Context: an optimization exercise on an open-source flow, tuned for small area, a short achievable clock period and few clock cycles per item. The choices shown serve that exercise and are no tape-out recipe.
In this exercise RTL edits were held to simulation tests only and were not proved equivalent to the original.

==> flow/design.v, too long to show whole: its modules and the start of the top module <==
// module epcg_sine_rom: 6 lines
// module epcg_divider: 152 lines
// module epcg_outbuf: 41 lines
// module epcg_gain: 8 lines
// module epcg_m1_tree: 1636 lines
// module epcg_m2_tree: 1730 lines
// module equal_power_crossfade_gain: 392 lines
module equal_power_crossfade_gain (
  input  logic        clk,
  input  logic        rst_n,
  input  logic        in_valid,
  output logic        in_ready,
  input  logic        in_kind,
  input  logic [15:0] in_duration_frames,
  input  logic        in_has_out_track,
  input  logic        in_has_in_track,
  input  logic [16:0] in_out_start_level,
  input  logic [16:0] in_out_end_level,
  input  logic [16:0] in_in_start_level,
  input  logic [16:0] in_in_end_level,
  input  logic [16:0] in_out_clip_rate,
  input  logic [16:0] in_in_clip_rate,
  output logic        out_valid,
  input  logic        out_ready,
  output logic [7:0]  out_out_gain,
  output logic [7:0]  out_in_gain,
  output logic        out_out_valid,
  output logic        out_in_valid,
  output logic        out_stop_out,
  output logic        out_fade_done,
  output logic        out_fading,
  input  logic        cfg_valid,
  output logic        cfg_ready,
  input  logic [1:0]  cfg_index,
  input  logic [16:0] cfg_data
);
  // ...
==> flow/run.sh <==
#!/bin/bash
# synth_recipe.tcl (not shown) runs the flow's synth.tcl, then flattens the netlist and writes it again
# the make line also repeats each setting of config.mk as NAME=value (left out here)
make -C /OpenROAD-flow-scripts/flow DESIGN_CONFIG=/design/flow/config.mk WORK_HOME=/design/flow/orfs CLKGATE_MAP_FILE= SYNTH_SCRIPT=/design/flow/synth_recipe.tcl finish
==> flow/config.mk <==
export PLATFORM = sky130hd
export DESIGN_NAME = equal_power_crossfade_gain
export DESIGN_NICKNAME = equal_power_crossfade_gain
export VERILOG_FILES = /design/flow/design.v
export SDC_FILE = /design/flow/constraint.sdc
export NUM_CORES = 4
export LEC_CHECK = 0
export CAP_MARGIN = 20
export CORE_MARGIN = 2
export CORE_UTILIZATION = 60
export SLEW_MARGIN = 20
export SYNTH_MEMORY_MAX_BITS = 16384
==> flow/constraint.sdc <==
create_clock -name core_clock -period 12.0 [get_ports {clk}]
set_input_delay 2.4000 -clock core_clock [delete_from_list [all_inputs] [get_ports {clk}]]
set_output_delay 2.4000 -clock core_clock [all_outputs]
set_load 0.01 [all_outputs]
==> qor_table.md, run 1 <==
| Parameter | Value | Unit |
|---|---|---|
| Basic-gate share of the synthesized area counting and, or, nand and nor cells | 14.6 | % |
| Quantity of I/O buffers inserted on ports | 167 | - |
| Via count of the first global-routing pass | 86000 | - |
| Depth of the worst hold-timing path | 0 | - |
| Async set or reset register ratio after synthesis | 0 | % |
| Post-synth EDFFs | 855 | - |
| Final critical delay including setup and external delays | 4.88 | ns |
| Final sum of negative setup slack | 0 | ns |
| ANT cells | 9 | - |
| Clk slew on worst S/H paths | 0.06 | ns |
| Die extent in y | 437 | µm |
| HPWL reported at the end of detailed placement | 221000 | µm |
| Total length of routed met3 wires | 22700 | µm |
| R2r worst-path depth | 16 | - |
| Hold violation count in the final report | 0 | - |
| Area used by sequential logic in the layout | 38700 | µm² |
| Global placement routability congestion | 0.990 | - |
| Total via count in the routed design | 83200 | - |
| Flip-flop count of the largest register after layout | 147 | - |
| # rows | 158 | - |
| Layout clock buffer count | 203 | - |
| Non-clk bufs | 261 | - |
| Antenna violations before repair | 9 | - |
| Commonest cells after routing, fill and taps aside | sky130_fd_sc_hd__nand2_1 (1468), sky130_fd_sc_hd__inv_1 (1402), sky130_fd_sc_hd__fa_1 (1051), sky130_fd_sc_hd__edfxtp_1 (855), sky130_fd_sc_hd__ha_1 (802) | - |
| Post-synthesis share of cell area spent on full adders, half adders and majority gates | 27.7 | % |
| Mean instance size in the synthesized netlist | 9.87 | µm² |
| Final cell count without fillers | 14000 | - |
| Total CTS buffers | 165 | - |
| Remaining DRCs | 0 | - |
| CTS root buffer | sky130_fd_sc_hd__clkbuf_16 | - |
| End of the worst register-to-register path | pho_r[15] | - |
| Outcome | complete, no violations | - |
| Fin Hold WS | 0.319 | ns |
| FILL cells | 14700 | - |
| Worst reg2reg startpoint | b_c | - |
| Critical path fanouts, max | 34 | - |
| Number of buffers inserted to repair setup after CTS | 0 | - |
| Final clock-cell share | 4.73 | % |
| Number of top-level pins | 169 | - |
Testbench counts, summed over its fixed seeds: cycles 6,714, items 5,760.
==> module equal_power_crossfade_gain, before the edit <==
module equal_power_crossfade_gain (
  input  logic        clk,
  input  logic        rst_n,
  input  logic        in_valid,
  output logic        in_ready,
  input  logic        in_kind,
  input  logic [15:0] in_duration_frames,
  input  logic        in_has_out_track,
  input  logic        in_has_in_track,
  input  logic [16:0] in_out_start_level,
  input  logic [16:0] in_out_end_level,
  input  logic [16:0] in_in_start_level,
  input  logic [16:0] in_in_end_level,
  input  logic [16:0] in_out_clip_rate,
  input  logic [16:0] in_in_clip_rate,
  output logic        out_valid,
  input  logic        out_ready,
  output logic [7:0]  out_out_gain,
  output logic [7:0]  out_in_gain,
  output logic        out_out_valid,
  output logic        out_in_valid,
  output logic        out_stop_out,
  output logic        out_fade_done,
  output logic        out_fading,
  input  logic        cfg_valid,
  output logic        cfg_ready,
  input  logic [1:0]  cfg_index,
  input  logic [16:0] cfg_data
);
  localparam int QD = 16;    
  localparam int NO = 8;     
  logic [16:0] m_r, b_r;
  logic [17:0] mb_r;         
  logic [2:0]  cw_cnt;       
  logic        cw_kpass;
  assign cfg_ready = 1'b1;
  always_ff @(posedge clk) begin
    if (!rst_n) begin
      m_r    <= 17'd65536;
      b_r    <= 17'd58982;
      cw_cnt <= '0;
      cwh_r  <= 1'b0;
    end else begin
      cwh_r  <= cfg_valid | (cw_cnt >= 3'd3);
      if (cfg_valid) begin
        if (cfg_index == 2'd0) m_r <= cfg_data;
        if (cfg_index == 2'd1) b_r <= cfg_data;
      end
      if (cfg_valid) cw_cnt <= 3'd4;
      else if (cw_cnt != 3'd0) cw_cnt <= cw_cnt - 3'd1;
    end
  end
  assign cw_kpass = (cw_cnt == 3'd1);
  logic [QD-1:0] q_kind;
  logic [4:0]    q_cnt;
  logic          in_ready_r;
  logic          acc, head_k, issue, iss_start, iss_tick;
  assign in_ready = in_ready_r;
  assign acc      = in_valid & in_ready_r;
  assign head_k   = q_kind[0];
  logic        hold_v;
  logic [15:0] h_len;
  logic        h_ho, h_hi;
  logic [16:0] h_os, h_oe, h_is, h_ie, h_or, h_ir;
  logic        dset_v, dset_load;
  logic        d_ho, d_hi;
  logic [16:0] d_os, d_is;
  logic [16:0] ro_r, ri_r;          
  logic [15:0] dv_len;
  logic [17:0] dv_dlo, dv_dli;
  logic [16:0] dv_q0;
  logic [15:0] dv_r0;
  logic [15:0] dv_dqo_lo, dv_dqi_lo;
  logic [16:0] dv_dqo_hi, dv_dqi_hi, dv_dqo_hid, dv_dqi_hid;
  logic        dv_done, dv_done_nxt;
  always_ff @(posedge clk) begin
    if (~hold_v | dset_load) begin
      h_len <= in_duration_frames;
      h_ho  <= in_has_out_track;
      h_hi  <= in_has_in_track;
      h_os  <= in_out_start_level;
      h_oe  <= in_out_end_level;
      h_is  <= in_in_start_level;
      h_ie  <= in_in_end_level;
      h_or  <= in_out_clip_rate;
      h_ir  <= in_in_clip_rate;
    end
    if (dset_load) begin
      ro_r <= h_or;
      ri_r <= h_ir;
      d_ho <= h_ho;
      d_hi <= h_hi;
      d_os <= h_os;
      d_is <= h_is;
    end
  end
  epcg_divider u_div (
    .clk   (clk),
    .rst_n (rst_n),
    .load  (dset_load),
    .len   (h_len),
    .dlo   ({1'b0, h_oe} - {1'b0, h_os}),
    .dli   ({1'b0, h_ie} - {1'b0, h_is}),
    .len_q (dv_len),
    .dlo_q (dv_dlo),
    .dli_q (dv_dli),
    .q0    (dv_q0),
    .r0    (dv_r0),
    .dqo_lo (dv_dqo_lo),
    .dqo_hi (dv_dqo_hi),
    .dqi_lo (dv_dqi_lo),
    .dqi_hi (dv_dqi_hi),
    .dqo_hid (dv_dqo_hid),
    .dqi_hid (dv_dqi_hid),
    .done  (dv_done),
    .done_nxt (dv_done_nxt)
  );
  logic [3:0] ocnt;          
  logic       out_pop;
  logic q_ne_r, cr_r, cwh_r, so_r;
  assign issue     = q_ne_r & cr_r & ~cwh_r & (~head_k | so_r);
  assign iss_start = issue & head_k;
  assign iss_tick  = issue & ~head_k;
  assign dset_load = hold_v & ~dset_v;
  logic       hold_v_nxt, dset_v_nxt;
  logic [4:0] q_cnt_nxt;
  assign hold_v_nxt = (acc & in_kind) | (hold_v & ~dset_load);
  assign dset_v_nxt = dset_load | (dset_v & ~iss_start);
  assign q_cnt_nxt  = q_cnt + 5'(acc) - 5'(issue);
  logic [3:0] ocnt_nxt;
  logic [3:0] ocnt_i;
  logic [4:0] q_cnt_i;
  assign ocnt_i     = ocnt + 4'(issue);
  assign ocnt_nxt   = out_pop ? ocnt_i - 4'd1 : ocnt_i;
  assign q_cnt_i    = q_cnt - 5'(issue);
  logic blk_k, blk_0;
  assign blk_0 = hold_v & ~dset_load & dset_v_nxt;
  assign blk_k = dset_v_nxt;
  always_ff @(posedge clk) begin
    if (!rst_n) begin
      q_cnt      <= '0;
      hold_v     <= 1'b0;
      dset_v     <= 1'b0;
      ocnt       <= '0;
      q_ne_r     <= 1'b0;
      cr_r       <= 1'b1;
      so_r       <= 1'b0;
      in_ready_r <= 1'b1;
    end else begin
      q_cnt      <= q_cnt_nxt;
      hold_v     <= hold_v_nxt;
      dset_v     <= dset_v_nxt;
      ocnt       <= ocnt_nxt;
      q_ne_r     <= acc | (q_cnt_i != 5'd0);
      cr_r       <= out_pop | (ocnt_i != 4'(NO));
      so_r       <= dset_v_nxt & dv_done_nxt;
      in_ready_r <= acc ? ~((q_cnt_i == 5'(QD - 1)) | blk_0 | (blk_k & in_kind))
                        : ~((q_cnt_i == 5'(QD)) | blk_0);
    end
  end
  always_ff @(posedge clk) begin
    for (int i = 0; i < QD; i++) begin
      if (acc && (5'(i) == q_cnt - 5'(issue)))
        q_kind[i] <= in_kind;
      else if (issue)
        q_kind[i] <= (i == QD - 1) ? 1'b0 : q_kind[i + 1];
    end
  end
  logic        act_r, fo_r, fi_r;
  logic [15:0] r0_r, n_r;           
  logic [16:0] r0ml_r;               
  logic [16:0] x_r;                  
  logic [16:0] q0_r, u_r;           
  logic [16:0] uc_r;                
  logic [15:0] plo_r, pli_r;        
  logic [15:0] f0o_r, f0i_r;
  logic [16:0] f1o_r, f1i_r;
  logic [16:0] e0o_r, e0i_r, e1o_r, e1i_r;
  logic        cy, done;
  logic [16:0] u_new, uc_new, x_new;
  logic [17:0] plo_new, pli_new;    
  assign cy      = ~x_r[16];
  assign x_new   = x_r + (cy ? r0ml_r : {1'b0, r0_r});
  assign u_new   = u_r + q0_r + {16'd0, cy};
  assign uc_new  = uc_r - q0_r - {16'd0, cy};
  assign done    = (n_r == 16'd1);
  assign plo_new = {2'b00, plo_r} + {1'b0, cy ? f1o_r : {1'b0, f0o_r}};
  assign pli_new = {2'b00, pli_r} + {1'b0, cy ? f1i_r : {1'b0, f0i_r}};
  always_ff @(posedge clk) begin
    if (!rst_n) begin
      act_r <= 1'b0;
    end else if (iss_start) begin
      act_r <= (dv_len != 16'd0);
    end else if (iss_tick & act_r & done) begin
      act_r <= 1'b0;
    end
  end
  always_ff @(posedge clk) begin
    if (iss_start) begin
      q0_r   <= dv_q0;
      r0_r   <= dv_r0;
      r0ml_r <= {1'b0, dv_r0} - {1'b0, dv_len};
      x_r    <= {1'b0, dv_r0} - {1'b0, dv_len};
      u_r    <= 17'd128;
      uc_r   <= 17'd65663;
      n_r    <= dv_len;
      fo_r   <= d_ho;
      fi_r   <= d_hi;
      plo_r  <= 16'h8000;
      pli_r  <= 16'h8000;
      f0o_r  <= dv_dqo_lo;
      f0i_r  <= dv_dqi_lo;
      f1o_r  <= {1'b0, dv_dqo_lo} + {1'b0, dv_dlo[15:0]};
      f1i_r  <= {1'b0, dv_dqi_lo} + {1'b0, dv_dli[15:0]};
      e0o_r  <= dv_dqo_hi;
      e0i_r  <= dv_dqi_hi;
      e1o_r  <= dv_dqo_hid;
      e1i_r  <= dv_dqi_hid;
    end else if (iss_tick & act_r) begin
      x_r   <= x_new;
      u_r   <= u_new;
      uc_r  <= uc_new;
      n_r   <= n_r - 16'd1;
      plo_r <= plo_new[15:0];
      pli_r <= pli_new[15:0];
    end
  end
  logic        b_v, c_v, d_v, e_v, f_v;
  logic        b_k, c_k, d_k;
  logic        c_kw, d_kw;          
  logic [4:0]  b_fl, c_fl, d_fl, e_fl, f_fl;
  logic [8:0]  b_idx, b_cidx;
  logic        b_act, b_c;
  logic [1:0]  b_coo, b_coi;
  logic [17:0] c_ao, c_ai;
  logic [16:0] c_bo, c_bi;
  logic [34:0] d_so1, d_co1, d_si1, d_ci1;
  logic [16:0] e_lo, e_li;
  logic [35:0] f_so, f_co, f_si, f_ci;
  logic [18:0] ko_r, ki_r;
  always_ff @(posedge clk) begin
    if (!rst_n) begin
      b_v <= 1'b0;
      c_v <= 1'b0;
      d_v <= 1'b0;
      e_v <= 1'b0;
      f_v <= 1'b0;
    end else begin
      b_v <= issue;
      c_v <= b_v;
      d_v <= c_v;
      e_v <= d_v;
      f_v <= e_v;
    end
  end
  logic tk_act;
  assign tk_act = iss_tick & act_r;
  always_ff @(posedge clk) begin
    b_k   <= head_k;
    b_idx <= u_new[16:8];
    b_cidx <= uc_new[16:8];
    b_act <= tk_act;
    b_c   <= cy;
    b_coo <= plo_new[17:16];
    b_coi <= pli_new[17:16];
    b_fl  <= {tk_act & fo_r, tk_act & fi_r, tk_act & done & fo_r, tk_act & done,
              iss_start ? (dv_len != 16'd0) : (tk_act & ~done)};
  end
  logic [16:0] w_sin, w_cos;
  epcg_sine_rom u_sin (.idx(b_idx), .val(w_sin));
  epcg_sine_rom u_cos (.idx(b_cidx), .val(w_cos));
  logic [16:0] pho_r, phi_r;        
  logic [16:0] b_lo, b_li;
  assign b_lo = pho_r + (b_c ? e1o_r : e0o_r) + {15'd0, b_coo};
  assign b_li = phi_r + (b_c ? e1i_r : e0i_r) + {15'd0, b_coi};
  always_ff @(posedge clk) begin
    if (iss_start) begin
      pho_r <= d_os;
      phi_r <= d_is;
    end else if (b_v & b_act) begin
      pho_r <= b_lo;
      phi_r <= b_li;
    end
  end
  always_ff @(posedge clk) begin
    c_k  <= b_k;
    c_kw <= b_v ? b_k : cw_kpass;
    c_fl <= b_fl;
    if (!b_v && cw_kpass) begin
      c_ao <= mb_r;
      c_bo <= ro_r;
    end else if (!b_v) begin
      c_ao <= {1'b0, m_r};
      c_bo <= b_r;
    end else if (b_k) begin
      c_ao <= mb_r;
      c_bo <= ro_r;
    end else begin
      c_ao <= {1'b0, b_lo};
      c_bo <= w_cos;
    end
    if (!b_v) begin
      c_ai <= mb_r;
      c_bi <= ri_r;
    end else if (b_k) begin
      c_ai <= mb_r;
      c_bi <= ri_r;
    end else begin
      c_ai <= {1'b0, b_li};
      c_bi <= w_sin;
    end
  end
  logic [34:0] m1o_s, m1o_c, m1i_s, m1i_c;
  epcg_m1_tree u_m1o (.a(c_ao), .b(c_bo), .s(m1o_s), .c(m1o_c));
  epcg_m1_tree u_m1i (.a(c_ai), .b(c_bi), .s(m1i_s), .c(m1i_c));
  always_ff @(posedge clk) begin
    d_k   <= c_k;
    d_kw  <= c_kw;
    d_fl  <= c_fl;
    d_so1 <= m1o_s;
    d_co1 <= m1o_c;
    d_si1 <= m1i_s;
    d_ci1 <= m1i_c;
  end
  logic [34:0] p1o, p1i;
  assign p1o = d_so1 + d_co1;
  assign p1i = d_si1 + d_ci1;
  always_ff @(posedge clk) begin
    if (!rst_n) begin
      mb_r <= 18'd58982;
    end else if (!d_v && !d_kw) begin
      mb_r <= p1o[33:16];
    end
  end
  always_ff @(posedge clk) begin
    if (d_kw) begin
      ko_r <= p1o[34:16];
      ki_r <= p1i[34:16];
    end
    e_fl <= d_fl;
    e_lo <= p1o[32:16];
    e_li <= p1i[32:16];
  end
  logic [35:0] m2o_s, m2o_c, m2i_s, m2i_c;
  epcg_m2_tree u_m2o (.a(ko_r), .b(e_lo), .s(m2o_s), .c(m2o_c));
  epcg_m2_tree u_m2i (.a(ki_r), .b(e_li), .s(m2i_s), .c(m2i_c));
  always_ff @(posedge clk) begin
    f_fl <= e_fl;
    f_so <= m2o_s;
    f_co <= m2o_c;
    f_si <= m2i_s;
    f_ci <= m2i_c;
  end
  logic [35:0] p2o, p2i;
  logic [16:0] g_vo, g_vi;
  logic [4:0]  g_fl;
  logic        g_v;
  assign p2o = f_so + f_co;
  assign p2i = f_si + f_ci;
  always_ff @(posedge clk) begin
    if (!rst_n) g_v <= 1'b0;
    else        g_v <= f_v;
  end
  always_ff @(posedge clk) begin
    g_fl <= f_fl;
    g_vo <= (p2o[35:16] > 20'd65536) ? 17'd65536 : p2o[32:16];
    g_vi <= (p2i[35:16] > 20'd65536) ? 17'd65536 : p2i[32:16];
  end
  logic [7:0]  g_o, g_i, go_raw, gi_raw;
  epcg_gain u_go (.v(g_vo), .g(go_raw));
  epcg_gain u_gi (.v(g_vi), .g(gi_raw));
  assign g_o = g_fl[4] ? go_raw : 8'd0;
  assign g_i = g_fl[3] ? gi_raw : 8'd0;
  logic [20:0] o_d;
  epcg_outbuf #(.W(21), .D(NO - 1)) u_out (
    .clk       (clk),
    .rst_n     (rst_n),
    .in_v      (g_v),
    .in_d      ({g_o, g_i, g_fl}),
    .out_ready (out_ready),
    .o_v       (out_valid),
    .o_d       (o_d),
    .pop       (out_pop)
  );
  assign out_out_gain  = o_d[20:13];
  assign out_in_gain   = o_d[12:5];
  assign out_out_valid = o_d[4];
  assign out_in_valid  = o_d[3];
  assign out_stop_out  = o_d[2];
  assign out_fade_done = o_d[1];
  assign out_fading    = o_d[0];
endmodule
==> inputs of run 2 (changes only) <==
--- a/flow/design.v
+++ b/flow/design.v
@@ -3756,2 +3756,3 @@
   logic        cy, done;
+  logic        cyp_r, cyu_r;         
   logic [16:0] u_new, uc_new, x_new;
@@ -3760,7 +3761,7 @@
   assign x_new   = x_r + (cy ? r0ml_r : {1'b0, r0_r});
-  assign u_new   = u_r + q0_r + {16'd0, cy};
-  assign uc_new  = uc_r - q0_r - {16'd0, cy};
+  assign u_new   = u_r + q0_r + {16'd0, cyu_r};
+  assign uc_new  = uc_r - q0_r - {16'd0, cyu_r};
   assign done    = (n_r == 16'd1);
-  assign plo_new = {2'b00, plo_r} + {1'b0, cy ? f1o_r : {1'b0, f0o_r}};
-  assign pli_new = {2'b00, pli_r} + {1'b0, cy ? f1i_r : {1'b0, f0i_r}};
+  assign plo_new = {2'b00, plo_r} + {1'b0, cyp_r ? f1o_r : {1'b0, f0o_r}};
+  assign pli_new = {2'b00, pli_r} + {1'b0, cyp_r ? f1i_r : {1'b0, f0i_r}};
   always_ff @(posedge clk) begin
@@ -3780,2 +3781,4 @@
       x_r    <= {1'b0, dv_r0} - {1'b0, dv_len};
+      cyp_r  <= 1'b0;                   
+      cyu_r  <= 1'b0;
       u_r    <= 17'd128;
@@ -3797,2 +3800,4 @@
       x_r   <= x_new;
+      cyp_r <= ~x_new[16];
+      cyu_r <= ~x_new[16];
       u_r   <= u_new;
@@ -3839,3 +3844,3 @@
     b_act <= tk_act;
-    b_c   <= cy;
+    b_c   <= cyp_r;
     b_coo <= plo_new[17:16];
==> qor_table.md, run 2 <==
| Parameter | Value | Unit | Change |
|---|---|---|---|
| Outcome | complete, no violations | - |  |
| Largest net degree at the start of global routing | 121 | - |  |
| Longest Clk Path Bufs | 3 | - |  |
| Final instance area | 122000 | µm² |  |
| Top register by number of flip-flops | u_out.mem | - |  |
| Final Max Slew Viols | 0 | - |  |
| Most used standard cell by instance count after synthesis | sky130_fd_sc_hd__nand2_1 | - |  |
| Residual overflow from global routing | 0 | - |  |
| CTS tree | done | - |  |
| Number of buffers inserted to repair setup after CTS | 0 | - | unchanged |
| Commonest cells after routing, fill and taps aside | sky130_fd_sc_hd__nand2_1 (1435), sky130_fd_sc_hd__inv_1 (1417), sky130_fd_sc_hd__fa_1 (1051), sky130_fd_sc_hd__edfxtp_1 (855), sky130_fd_sc_hd__ha_1 (802) | - |  |
| Remaining DRCs | 0 | - | unchanged |
| Antenna violations before repair | 15 | - | +6 |
| Top_reg_cell synth | sky130_fd_sc_hd__edfxtp_1 | - |  |
| R2r worst-path depth | 17 | - | +1 |
| Full die area | 191000 | µm² |  |
| Flip-flop count of the largest register after layout | 147 | - | unchanged |
| Ratio of routed vias to standard cells | 5.95 | - |  |
| Cell type of the slowest stage on the worst timing path | sky130_fd_sc_hd__o41ai_1 | - |  |
| Clk slew on worst S/H paths | 0.06 | ns | about the same |
| Hold violation count in the final report | 0 | - | unchanged |
| Min-delay src | f_fl[1] | - |  |
| Remaining number of nets flagged by the antenna check after routing | 0 | - |  |
| Area used by sequential logic in the layout | 38700 | µm² | about the same |
| Critical path cell sequence | buf_4 > inv_1 > nor2_1 > ha_1 > ha_1 > inv_1 > fa_1 > nor2b_1 > o21a_1 > o21ai_0 > a21oi_1 > o21a_1 > o41ai_1 > o21ai_0 > a31o_2 > xnor2_1 > o221ai_1 | - |  |
| First-pass GRT wire length | 475000 | µm |  |
| Total area of multi-input combinational cells | 67000 | µm² |  |
| Skew-Pair Late Insertion Delay | 0.84 | ns |  |
| Capturing element of the worst setup path | u_div.acc_i[18] | - |  |
| Tcrit/Tclk final | 38.1 | % |  |
| Final sum of negative setup slack | 0 | ns | unchanged |
| Final WL | 302000 | µm |  |
| Final WS setup | 7.43 | ns |  |
| Horizontal die dimension | 437 | µm |  |
| Final Net Count | 13400 | - |  |
| Most common library cell in the layout ignoring fill and taps | sky130_fd_sc_hd__nand2_1 | - |  |
| All-layer global routing usage | 31.6 | % |  |
| Number of gates on the worst path with buffers counted | 17 | - |  |
| Starting density of the core | 60.2 | % |  |
| Post-synthesis to final-layout area growth | 8.51 | % |  |
| Synth warn | 3 | - |  |
| Number of standard cells after synthesis | 11400 | - |  |
| # rows | 159 | - | +0.63% |
| Number of cells after detailed placement | 13700 | - |  |
| Top cell family by delay on the critical path | compound AO/OA/AOI/OAI gates | - |  |
| Total CTS buffers | 167 | - | +1.2% |
| Global placement routability congestion | 0.989 | - | -0.18% |
| Post-cts gate resize count | 0 | - |  |
| Top area cells in the synthesized netlist | sky130_fd_sc_hd__edfxtp_1 (23%), sky130_fd_sc_hd__fa_1 (19%), sky130_fd_sc_hd__dfxtp_1 (12%) | - |  |
| Total iterations of the first detailed-routing run | 6 | - |  |
| Proportion of netlist area held by the largest area contributor | 22.8 | % |  |
| Count of buffer and inverter cells on the critical path | 3 | - |  |
| Final cell count without fillers | 14000 | - | +0.29% |
| Fraction of the yosys area taken by sequential cells | 34.3 | % |  |
| Critical Path Source | u_div.dig_r[0] | - |  |
| Required time at the endpoint of the critical path | 12.55 | ns |  |
| Instance area after placement | 116000 | µm² |  |
| Type of origin of the critical path | flop | - |  |
| Cell Area, Synth | 113000 | µm² |  |
| Arrival time of the worst setup path | 5.12 | ns |  |
| Detailed Route Iter0 Violations | 6564 | - |  |
| Final critical delay including setup and external delays | 4.57 | ns | -0.307 ns |
| Fraction of final layout cells sized beyond drive strength 1 | 5.26 | % |  |
| Slew headroom | 25.2 | % |  |
| CTS root buffer | sky130_fd_sc_hd__clkbuf_16 | - |  |
| Least-Margin Pin Slew | 1.12 | ns |  |
| End of the worst register-to-register path | u_div.acc_i[18] | - |  |
| Clock Skew | 0.0451 | ns |  |
| Kind of path behind the tightest hold check | flop to flop | - |  |
| Setup slack on the worst flop-to-flop path | 7.43 | ns |  |
| Syn_nets | 13400 | - |  |
| FILL cells | 14900 | - | +1.3% |
| Async set or reset register ratio after synthesis | 0 | % | unchanged |
| Number of buffers inserted by hold repair at cts | 0 | - |  |
| Fin Hold WS | 0.326 | ns | +0.00695 ns |
| Category of the worst setup path capture point | flop | - |  |
| Via count of the first global-routing pass | 85800 | - | -0.14% |
| Stage delay of the slowest cell on the critical path | 0.47 | ns |  |
| Yosys reg bits | 1504 | - |  |
| Mean instance size in the synthesized netlist | 9.89 | µm² | +0.18% |
| Critical path fanouts, max | 36 | - | +5.9% |
| Clock tree sinks | 1504 | - |  |
| Worst reg2reg startpoint | u_div.dig_r[0] | - |  |
| Post-synth EDFFs | 855 | - | unchanged |
| H-tree lvl count | 4 | - |  |
| RSZ-0062 raised after global routing | false | - |  |
| Die extent in y | 437 | µm | +0.20% |
| Final setup vio count | 0 | - |  |
| Most instantiated cells after synthesis | sky130_fd_sc_hd__nand2_1 (1438), sky130_fd_sc_hd__inv_1 (1421), sky130_fd_sc_hd__fa_1 (1051) | - |  |
| Quantity of I/O buffers inserted on ports | 167 | - | unchanged |
| Worst Path Class, Setup | flop to flop | - |  |
| Count of maximum capacitance violations | 0 | - |  |
| Number of top-level pins | 169 | - | unchanged |
| Share of the core filled with cells | 65.3 | % |  |
| Cell type with the largest total area after synthesis | sky130_fd_sc_hd__edfxtp_1 | - |  |
| Total via count in the routed design | 83300 | - | +0.15% |
| Average routed wire per standard cell | 21.6 | µm |  |
| Post-synthesis cell type count | 103 | - |  |
| HPWL reported at the end of detailed placement | 219000 | µm | -1.0% |
| Minimum setup slack after placement | 7.38 | ns |  |
| Max Clk Rate | 219 | MHz |  |
| Area of the core | 187000 | µm² |  |
==> run 2: changes by cell type after synthesis, moves of 15 or more <==
cell,before,now
sky130_fd_sc_hd__nand2_1,1471,1438
sky130_fd_sc_hd__nand3_1,226,176
sky130_fd_sc_hd__o21ai_1,57,12
sky130_fd_sc_hd__a21oi_1,582,547
sky130_fd_sc_hd__nor2_1,538,559
sky130_fd_sc_hd__a21boi_0,20,39
sky130_fd_sc_hd__inv_1,1404,1421
sky130_fd_sc_hd__nor3_1,161,198
sky130_fd_sc_hd__o21ai_0,490,526
sky130_fd_sc_hd__xnor2_1,280,262
sky130_fd_sc_hd__or2_2,16,31
==> run 2: layer usage <==
| layer | track usage [%] | up-vias | wire length [µm] |
|---|---|---|---|
| met4 | 12.5 | 4 | 12300 |
| met3 | 5.94 | 660 | 23700 |
| met1 | 41.8 | 41200 | 125000 |
| met5 | 0 | - | 33 |
| met2 | 51.5 | 3172 | 141000 |
| li1 | - | 38300 | - |
==> run 2: worst min-delay path by stage <==
| stage | end | slack [ns] | cells after the start |
|---|---|---|---|
| global route | f_fl[4] | 0.33 | 0 |
| floorplan | c_fl[0] | 0.31 | 0 |
| global placement | d_kw | 0.31 | 0 |
| detailed placement | g_fl[1] | 0.31 | 0 |
| finish | g_fl[1] | 0.33 | 0 |
| CTS | g_fl[1] | 0.33 | 0 |
==> run 2: cells by family (layout without fill, tap and decap cells) <==
family | count (synthesis) | in the layout | share of synthesized area (%)
flip-flops | 1504 | 1504 | 34.3
multiplexers | 208 | 208 | 2.33
XOR/XNOR | 410 | 410 | 3.19
AND/OR/NAND/NOR | 3488 | 3488 | 14.7
AO/OA/AOI/OAI | 2038 | 2038 | 11.6
adder cells (fa/ha/maj) | 1853 | 1853 | 27.6
other | 1 | 8 | 0.00333
buffers and inverters | 1898 | 1994 | 6.34
==> run 2: layout make-up <==
cell class	count	share of cell area [%]
Tap cell	2495	2.55
Multi-Input combinational cell	7998	54.8
Timing Repair Buffer	257	1.95
Clock inverter	86	0.789
Antenna cell	7	0.0143
Inverter	1426	4.39
Sequential cell	1504	31.6
Clock buffer	225	3.89
Testbench counts of run 2, summed over its fixed seeds: cycles 6,714, items 5,760.
==> inputs of run 3 (changes only) <==
--- a/flow/config.mk
+++ b/flow/config.mk
@@ -9,3 +9,3 @@
 export CORE_MARGIN = 2
-export CORE_UTILIZATION = 60
+export CORE_UTILIZATION = 40
 export SLEW_MARGIN = 20
==> qor_table.md, run 3 <==
| Parameter | Value | Unit | Change |
|---|---|---|---|
| Slew headroom | 27.5 | % | +2.2 points |
| Top register by number of flip-flops | u_out.mem | - |  |
| Worst Path Class, Setup | flop to flop | - |  |
| R2r worst-path depth | 15 | - | -2 |
| Kind of path behind the tightest hold check | flop to flop | - |  |
| Final critical delay including setup and external delays | 4.68 | ns | +0.113 ns |
| Outcome | complete, no violations | - |  |
| Yosys reg bits | 1504 | - | unchanged |
| Compound-gate portion of the synthesized area | 11.6 | % | unchanged |
| Number of gates on the worst path with buffers counted | 15 | - | -2 |
| Post-synthesis to final-layout area growth | 9.85 | % |  |
| Worst reg2reg startpoint | b_c | - |  |
| Antenna violations before repair | 6 | - | -9 |
| Largest net degree at the start of global routing | 92 | - | -24% |
| Critical path cell sequence | mux2_2 > fa_1 > ha_1 > inv_1 > fa_1 > nor2b_1 > o21ai_0 > a21boi_0 > o21ai_0 > a21boi_0 > o2111ai_1 > nand3_1 > a41oi_1 > xor2_1 > o21ai_0 | - |  |
| Total iterations of the first detailed-routing run | 6 | - | unchanged |
| Post-synthesis cell type count | 103 | - | unchanged |
| Fraction of the yosys area taken by sequential cells | 34.3 | % | unchanged |
| Final Max Slew Viols | 0 | - | unchanged |
| CTS root buffer | sky130_fd_sc_hd__clkbuf_16 | - |  |
| Largest family of logic cells by synthesized area | adder cells | - |  |
| Number of buffers inserted by hold repair at cts | 0 | - | unchanged |
| Total via count in the routed design | 82200 | - | -1.3% |
| Stage delay of the slowest cell on the critical path | 1.01 | ns | +0.54 ns |
| H-tree lvl count | 4 | - | unchanged |
| Number of standard cells after synthesis | 11400 | - | unchanged |
| Cell type of the slowest stage on the worst timing path | sky130_fd_sc_hd__dfxtp_2 | - |  |
| Setup slack on the worst flop-to-flop path | 7.32 | ns | -0.11 ns |
| Max Clk Rate | 214 | MHz | -2.4% |
| Required time at the endpoint of the critical path | 12.54 | ns | about the same |
| RSZ-0062 raised after global routing | false | - |  |
| Global placement routability congestion | 0.941 | - | -4.8% |
| Ratio of routed vias to standard cells | 5.40 | - | -9.3% |
| Count of maximum capacitance violations | 0 | - | unchanged |
| Remaining number of nets flagged by the antenna check after routing | 0 | - | unchanged |
| Full die area | 286000 | µm² | +49% |
| Final Net Count | 13400 | - | +0.022% |
| Flip-flop count of the largest register after layout | 147 | - | unchanged |
| Longest Clk Path Bufs | 4 | - | +1 |
| Final WL | 309000 | µm | +2.3% |
| Async set or reset register ratio after synthesis | 0 | % | unchanged |
| Critical path fanouts, max | 34 | - | -5.6% |
| Fraction of final layout cells sized beyond drive strength 1 | 5.26 | % | about the same |
| Hold violation count in the final report | 0 | - | unchanged |
| Least-Margin Pin Slew | 1.08 | ns | -0.0336 ns |
| Post-cts gate resize count | 0 | - | unchanged |
| Quantity of I/O buffers inserted on ports | 167 | - | unchanged |
| Most frequent CP cell | sky130_fd_sc_hd__o21ai_0 | - |  |
| Final setup vio count | 0 | - | unchanged |
| Top_reg_cell synth | sky130_fd_sc_hd__edfxtp_1 | - |  |
| Area of the core | 280000 | µm² | +50% |
| Horizontal die dimension | 535 | µm | +22% |
| All-layer global routing usage | 21.4 | % | -10 points |
| Die extent in y | 535 | µm | +22% |
| Critical Path Source | b_c | - |  |
| Detailed Route Iter0 Violations | 5900 | - | -10% |
| End of the worst register-to-register path | phi_r[15] | - |  |
| Number of top-level pins | 169 | - | unchanged |
| Basic-gate share of the synthesized area counting and, or, nand and nor cells | 14.7 | % | unchanged |
| # rows | 194 | - | +22% |
| Final sum of negative setup slack | 0 | ns | unchanged |
| Mean instance size in the synthesized netlist | 9.89 | µm² | unchanged |
| HPWL reported at the end of detailed placement | 227000 | µm | +3.6% |
| Clk slew on worst S/H paths | 0.06 | ns | about the same |
| Multiplexer share of the synthesized area | 2.33 | % | unchanged |
| Synth warn | 3 | - | unchanged |
| Top area cells in the synthesized netlist | sky130_fd_sc_hd__edfxtp_1 (23%), sky130_fd_sc_hd__fa_1 (19%), sky130_fd_sc_hd__dfxtp_1 (12%) | - |  |
| First-pass GRT wire length | 486000 | µm | +2.4% |
| Residual overflow from global routing | 0 | - | unchanged |
| Starting density of the core | 40.3 | % | -20 points |
| Post-synthesis share of cell area spent on full adders, half adders and majority gates | 27.6 | % | unchanged |
| Average routed wire per standard cell | 20.3 | µm | -5.9% |
| Arrival time of the worst setup path | 5.22 | ns | +0.10 ns |
| Count of buffer and inverter cells on the critical path | 1 | - | -2 |
| Type of origin of the critical path | flop | - |  |
| Top cell family by delay on the critical path | compound AO/OA/AOI/OAI gates | - |  |
| Tcrit/Tclk final | 39.0 | % | +0.94 points |
| Min-delay src | b_fl[0] | - |  |
| Total CTS buffers | 179 | - | +7.2% |
| Post-synth EDFFs | 855 | - | unchanged |
| Syn_nets | 13400 | - | unchanged |
| Remaining DRCs | 0 | - | unchanged |
| Via count of the first global-routing pass | 85500 | - | -0.46% |
| Capturing element of the worst setup path | phi_r[15] | - |  |
| CTS tree | done | - |  |
| Clock tree sinks | 1504 | - | unchanged |
| Most instantiated cells after synthesis | sky130_fd_sc_hd__nand2_1 (1438), sky130_fd_sc_hd__inv_1 (1421), sky130_fd_sc_hd__fa_1 (1051) | - |  |
| Number of buffers inserted to repair setup after CTS | 0 | - | unchanged |
| Xor and xnor area share after synthesis | 3.19 | % | unchanged |
| Commonest cells after routing, fill and taps aside | sky130_fd_sc_hd__nand2_1 (1435), sky130_fd_sc_hd__inv_1 (1417), sky130_fd_sc_hd__fa_1 (1051), sky130_fd_sc_hd__edfxtp_1 (855), sky130_fd_sc_hd__ha_1 (802) | - |  |
| Proportion of netlist area held by the largest area contributor | 22.8 | % | unchanged |
| Clock Skew | 0.0601 | ns | +0.0151 ns |
| Category of the worst setup path capture point | flop | - |  |
| Cell type with the largest total area after synthesis | sky130_fd_sc_hd__edfxtp_1 | - |  |
| Cell Area, Synth | 113000 | µm² | unchanged |
| Most common library cell in the layout ignoring fill and taps | sky130_fd_sc_hd__nand2_1 | - |  |
| Most used standard cell by instance count after synthesis | sky130_fd_sc_hd__nand2_1 | - |  |
| Skew-Pair Late Insertion Delay | 0.86 | ns | +0.02 ns |
==> run 3: cell counts after synthesis <==
No cell type changed its count.
==> run 3: cell type report <==
class                   instances  area [µm²]
diodes                          4        10.0
clock buffers                 235        4970
clock inverters                88         815
fillers                     26300      156000
inverters                    1426        5370
multi-input cells            7998       67000
flip-flops and latches       1504       38700
well taps                    3724        4660
repair buffers                248        2270
==> run 3: worst min-delay path by stage <==
stage	endpoint	depth (start not counted)
2_1_floorplan	c_fl[0]	0
3_5_place_dp	d_kw	0
4_1_cts	c_fl[1]	0
6_report	c_fl[0]	0
5_1_grt	c_fl[1]	0
3_3_place_gp	g_fl[2]	0
==> run 3: kinds of logic after synthesis <==
family,Yosys count
fa+ha+maj,1853
buf+inv,1898
xor+xnor,410
other cells,1
mux,208
simple gates,3488
flops,1504
compound gates,2038
==> run 3: worst reg2reg max path: cells and delay by family (launching register included) <==
kind	cells	cell delay (ns)
compound gates	7	1.56
xor+xnor	1	0.19
fa+ha+maj	3	0.87
buf+inv	1	0.10
flops	1	1.01
mux	1	0.45
simple gates	2	0.22
==> run 3: per-stage QoR <==
stage	hold slack, ns	setup slack, ns	instances	instance area, µm²	utilization [%]
final	0.283	7.32	15200	124000	44.2
after global routing	0.291	6.96	15200	124000	44.2
after CTS	0.289	7.33	15200	124000	44.2
after detailed placement	0.312	7.29	14900	118000	42.2
after global placement	0.311	7.26	14900	118000	42.2
after floorplan	0.310	4.56	11400	113000	-
==> run 3: layer usage <==
metal	track usage, %	part of all wire, %	up-vias
met5	0	0	-
met4	7.98	3.8	0
met1	28.3	43	40800
met3	2.61	5.5	615
li1	-	-	38300
met2	35.9	47	2504

## what the ideal ports hide
Ports are ideal in the flow. The routed layouts listed here were re-timed in OpenROAD. Step 1: set_driving_cell puts a clkbuf_16 on clk and a buf_2 on each other input, an assumption about the parent block. Step 2 moves the port delays by t, midway between the first and last clock arrival at a register: inputs arrive t later, outputs are due t later. That takes back most of the time a late clock gives input paths. a / b / c = ideal / step 1 / step 2; a / b = the first two.
| run | shift t [ns] | slack for setup (ns) | worst setup path after step 2 |
|---|---|---|---|
| run 1 | 0.911 | 7.124 / 7.124 / 7.124 | register to register |
| run 2 | 0.903 | 7.431 / 7.431 / 7.376 | input to register |
| run 3 | 0.921 | 7.318 / 7.318 / 7.285 | input to register |
After both steps setup and hold are still met in every run listed. The setup slack of run 2, which loses most, moves by 0.000 ns with the drivers and by -0.055 ns with both steps.
